This design comes from an exercise in tuning for small area, a short achievable clock period and few clock cycles per item on the open sky130 flow, not from production work.
The RTL was checked by simulation tests, not by an equivalence proof against the original design.

==> v28: inputs <==
Design phong_direct_lighting, start of the top module:
module phong_direct_lighting
(
   input  logic             clock,
   input  logic             reset,
   input  logic             req_valid,
   output logic             req_stall,
   input  logic [289:0]     req_data,
   output logic             rsp_valid,
   input  logic             rsp_stall,
   output logic [47:0]      rsp_data,
   input  logic             csr_valid,
   output logic             csr_ready,
   input  logic [2:0]       csr_index,
   input  logic [47:0]      csr_data
);
   localparam int KS     = 3;                   
   localparam int KD     = 3;                   
   localparam int RT_CYC = 21 / KS;
   localparam int DV_CYC = (15 + KD - 1) / KD;
   localparam logic [4:0] S_IDLE = 5'd0;
   localparam logic [4:0] S_LD   = 5'd1;    
   localparam logic [4:0] S_SQF  = 5'd2;    
   localparam logic [4:0] S_SH   = 5'd3;    
   localparam logic [4:0] S_SQ1  = 5'd4;
   localparam logic [4:0] S_SQ2  = 5'd5;
   localparam logic [4:0] S_RQ   = 5'd6;    
   localparam logic [4:0] S_WL   = 5'd7;    
   localparam logic [4:0] S_NL1  = 5'd8;
   localparam logic [4:0] S_NL2  = 5'd9;
   localparam logic [4:0] S_NLF  = 5'd10;
   localparam logic [4:0] S_RL   = 5'd12;   
   localparam logic [4:0] S_DF   = 5'd13;   
   localparam logic [4:0] S_WR   = 5'd14;   
   localparam logic [4:0] S_VR1  = 5'd15;
   localparam logic [4:0] S_VR2  = 5'd16;
   localparam logic [1:0] PH_L = 2'd0;
   localparam logic [1:0] PH_R = 2'd1;
   localparam logic [1:0] PH_V = 2'd2;
   localparam logic [1:0] PH_LW = 2'd3;    
   localparam logic [2:0] T_IDLE = 3'd0;
   localparam logic [2:0] T_PW   = 3'd1;    
   localparam logic [2:0] T_KS   = 3'd2;    
   localparam logic [2:0] T_SP   = 3'd3;    
   localparam logic [2:0] T_FIN  = 3'd4;    
   localparam logic [2:0] T_VR   = 3'd5;    
   localparam logic [2:0] T_DEC  = 3'd6;    
   localparam logic [1:0] RT_IDLE = 2'd0;
   localparam logic [1:0] RT_RUN  = 2'd1;
   localparam logic [1:0] RT_PEND = 2'd2;
   logic signed [31:0] pt [3];
   logic signed [31:0] lt [3];
  ...
clock: 12.0 ns
lec_check: 0
abc_area: 1
cap_margin: 20
core_margin: 2
core_utilization: 40
setup_slack_margin: 4.0
slew_margin: 20
run.sh (not shown) runs the stock make flow with config.mk's settings and CLKGATE_MAP_FILE= SYNTH_SCRIPT=/design/flow/synth_recipe.tcl, a recipe that flattens the netlist after the stock synthesis.
==> v10 (differences from v28) <==
--- a/flow/config.mk
+++ b/flow/config.mk
@@ -10,4 +10,5 @@
 export CORE_MARGIN = 2
 export CORE_UTILIZATION = 40
+export PLACE_DENSITY = 0.75
 export SETUP_SLACK_MARGIN = 4.0
 export SLEW_MARGIN = 20
==> comparison table <==
| quantity | v10 | v28 |
|---|---|---|
| Outcome | no timing/DRC/antenna violations | no timing/DRC/antenna violations |
| Worst path most repeated cell | nand2_2 | fa_1 |
| Met2 Wirelength | 162000 um | 167000 um |
| Multi-input logic portion of the cell area | 50.8% | 51.1% |
| Routability Congestion | 1.16 | 1.02 |
| Clock buffer count from CTS | 116 | 120 |
| Wirelength per Cell | 26.4 um | 26.3 um |
| Number of ordinary inverters in the final layout | 1356 | 1347 |
| Core occupancy in the finished layout | 50.3% | 50.5% |
| Placement Cell Area | 93000 sq um | 93200 sq um |
| Met1 GRT Util | 39.7% | 45.5% |
| Crit-path max cell delay | 0.60 ns | 0.68 ns |
| Worst R2R End | rad_ff[40]$_DFFE_PP_ | sum_ff[2][6]$_DFFE_PP_ |
| Pin count of the biggest net entering global routing | 100 | 144 |
| Global routing usage summed across all routing layers | 32.6% | 33.5% |
Testbench counts of v28, summed over its fixed seeds: cycles 80,759, lights 2,304.
Testbench counts of v10, summed over its fixed seeds: cycles 80,759, lights 2,304.


==> 09-07 <==
Another version of the RTL of phong_direct_lighting (not shown whole).
==> flow/config.mk <==
export PLATFORM = sky130hd
export DESIGN_NAME = phong_direct_lighting
export DESIGN_NICKNAME = phong_direct_lighting
export VERILOG_FILES = /design/flow/design.v
export SDC_FILE = /design/flow/constraint.sdc
export NUM_CORES = 4
export LEC_CHECK = 0
export ABC_AREA = 1
export CAP_MARGIN = 20
export CORE_MARGIN = 2
export CORE_UTILIZATION = 40
export SETUP_SLACK_MARGIN = 2.5
export SLEW_MARGIN = 20
==> flow/constraint.sdc <==
create_clock -name core_clock -period 12.0 [get_ports {clock}]
set_input_delay 2.4000 -clock core_clock [delete_from_list [all_inputs] [get_ports {clock}]]
set_output_delay 2.4000 -clock core_clock [all_outputs]
set_load 0.01 [all_outputs]
==> 05-12 (differences from 09-07) <==
--- a/flow/design.v
+++ b/flow/design.v
@@ -236,12 +236,13 @@
    logic [24:0]        srem_ff;
    logic [20:0]        len_ff;
    logic               rt_bk_ff;
    logic               dv_busy_ff;
    logic [2:0]         dv_cnt_ff;
    logic [20:0]        dlen_ff;
+   logic               dlen_zero_ff;   
    logic [20:0]        drem_ff [3];    
    logic [2:0]         dbit_ff;        
    logic               dv_bk_ff;
    logic signed [44:0] prod;
    logic [41:0]        acc_in, acc_add;
    logic signed [17:0] dot_q14;
@@ -317,14 +318,13 @@
          .bit_i (dbit_ff[i]),
          .len   (dlen_ff),
          .q_i   (q_ff[dv_bk_ff][i]),
          .rem_o (drem[i]),
          .q_o   (dq[i])
       );
-      assign qc[i] = (dlen_ff == 21'd0) ? 15'd0
-                   : ((dq[i] > pdl_pkg::ONE14) ? pdl_pkg::ONE14 : dq[i]);
+      assign qc[i] = dlen_zero_ff ? 15'd0 : dq[i];
    end
    function automatic logic [15:0] sat_add(input logic [15:0] acc,
                                            input logic [27:0] val);
       logic [28:0] t;
       t = {13'd0, acc} + {1'b0, val};
       sat_add = (t > 29'(pdl_pkg::SAT16)) ? pdl_pkg::SAT16 : t[15:0];
@@ -636,13 +636,14 @@
                       (rt_skip == 2'd1) ? (rad_ff << (4 * KS)) : (rad_ff << (2 * KS));
          srem_ff   <= srem_nx;
          len_ff    <= len_nx;
          rt_cnt_ff <= rt_cnt_ff + 3'(rt_skip) + 3'd1;
       end
       if (dv_go) begin
-         dlen_ff   <= dv_len;
+         dlen_ff      <= dv_len;
+         dlen_zero_ff <= (dv_len == 21'd0);
          dv_bk_ff  <= rt_bk_ff;
          dv_cnt_ff <= 3'd0;
          for (int i = 0; i < 3; i++) begin
             drem_ff[i] <= {1'b0, a_ff[rt_bk_ff][i][20:1]};
             dbit_ff[i] <= a_ff[rt_bk_ff][i][0];
          end
Settings changed: CAP_MARGIN 20 to 10, SETUP_SLACK_MARGIN 2.5 to 4.0, SLEW_MARGIN 20 to 10.
==> notes.md <==
- 09-07 finished with timing, DRC and antenna clean. 05-12 finished clean.
- Between 05-12 and 09-07, the lower register-to-register slack is in 09-07 (gap 0.77 ns).
- Between 05-12 and 09-07, the lower utilization is in 09-07 (gap 4.1 points).
- Of 05-12 and 09-07, 05-12 has the higher critical path depth (gap 13).
- In 09-07 the worst hold slack is better than in 05-12, by 0.0074 ns.
- Die area: 05-12 is smaller than 09-07 (0.89%).
==> figures <==
|  | 05-12 | 09-07 |
|---|---|---|
| Register Area | 0.0293 sq mm | 0.0293 sq mm |
| Non-clock buffer share | 9.62% | 6.57% |
| Final design area excluding fillers | 0.108 sq mm | 0.100 sq mm |
| Nets in the synthesized netlist | 12100 | 12200 |
| Grt met1 use | 45.5% | 46.9% |
| Die outline width | 468 um | 470 um |
| ClkCell Share | 4.00% | 4.33% |
| Capture point of the worst path | mul_b_ff[9] | mul_b_ff[14] |
| Result of the run | complete, no violations | complete, no violations |
| WP data required | 12.65 ns | 12.64 ns |
| Combined area of the multi-input logic cells | 0.0552 sq mm | 0.0511 sq mm |
| Cells after synthesis | 11000 | 11100 |
| Weighted congestion reported at the end of routability-driven placement | 1.02 | 1.04 |
Testbench counts of 09-07, summed over its fixed seeds: cycles 80,759, lights 2,304.
Testbench counts of 05-12, summed over its fixed seeds: cycles 80,759, lights 2,304.

## port drivers added, routing unchanged
No port has a modelled driver above. Below, the same layouts with a new extraction and two added sets of constraints. Step 1, drivers: a clkbuf_16 drives clock and a buf_2 each remaining input, both assumed. Step 2 adds t to the input delays and takes it off the output delays; t is the mean of the earliest and latest rising clock arrival at the registers after step 1. Input paths then give back, and output paths get back, about the clock's delay inside the block. Slacks: ideal ports / drivers / drivers and shift; pairs: ideal ports / drivers.
| run | t (ns) | setup slack, ns | clock arrival spread, ns | slew at the worst register clock pin (ns) | worst data-port slew with drivers (ns) |
|---|---|---|---|---|---|
| v28 | 0.909 | 3.441 / 3.441 / 3.441 | 0.074 / 0.074 | 0.07 / 0.07 | 0.16 |
| v10 | 0.893 | 3.048 / 3.048 / 3.048 | 0.078 / 0.078 | 0.07 / 0.07 | 0.16 |
| 09-07 | 0.924 | 2.660 / 2.660 / 2.660 | 0.038 / 0.039 | 0.07 / 0.07 | 0.22 |
| 05-12 | 0.911 | 3.425 / 3.425 / 3.425 | 0.073 / 0.073 | 0.07 / 0.07 | 0.17 |
After both steps every run listed still meets setup and hold.
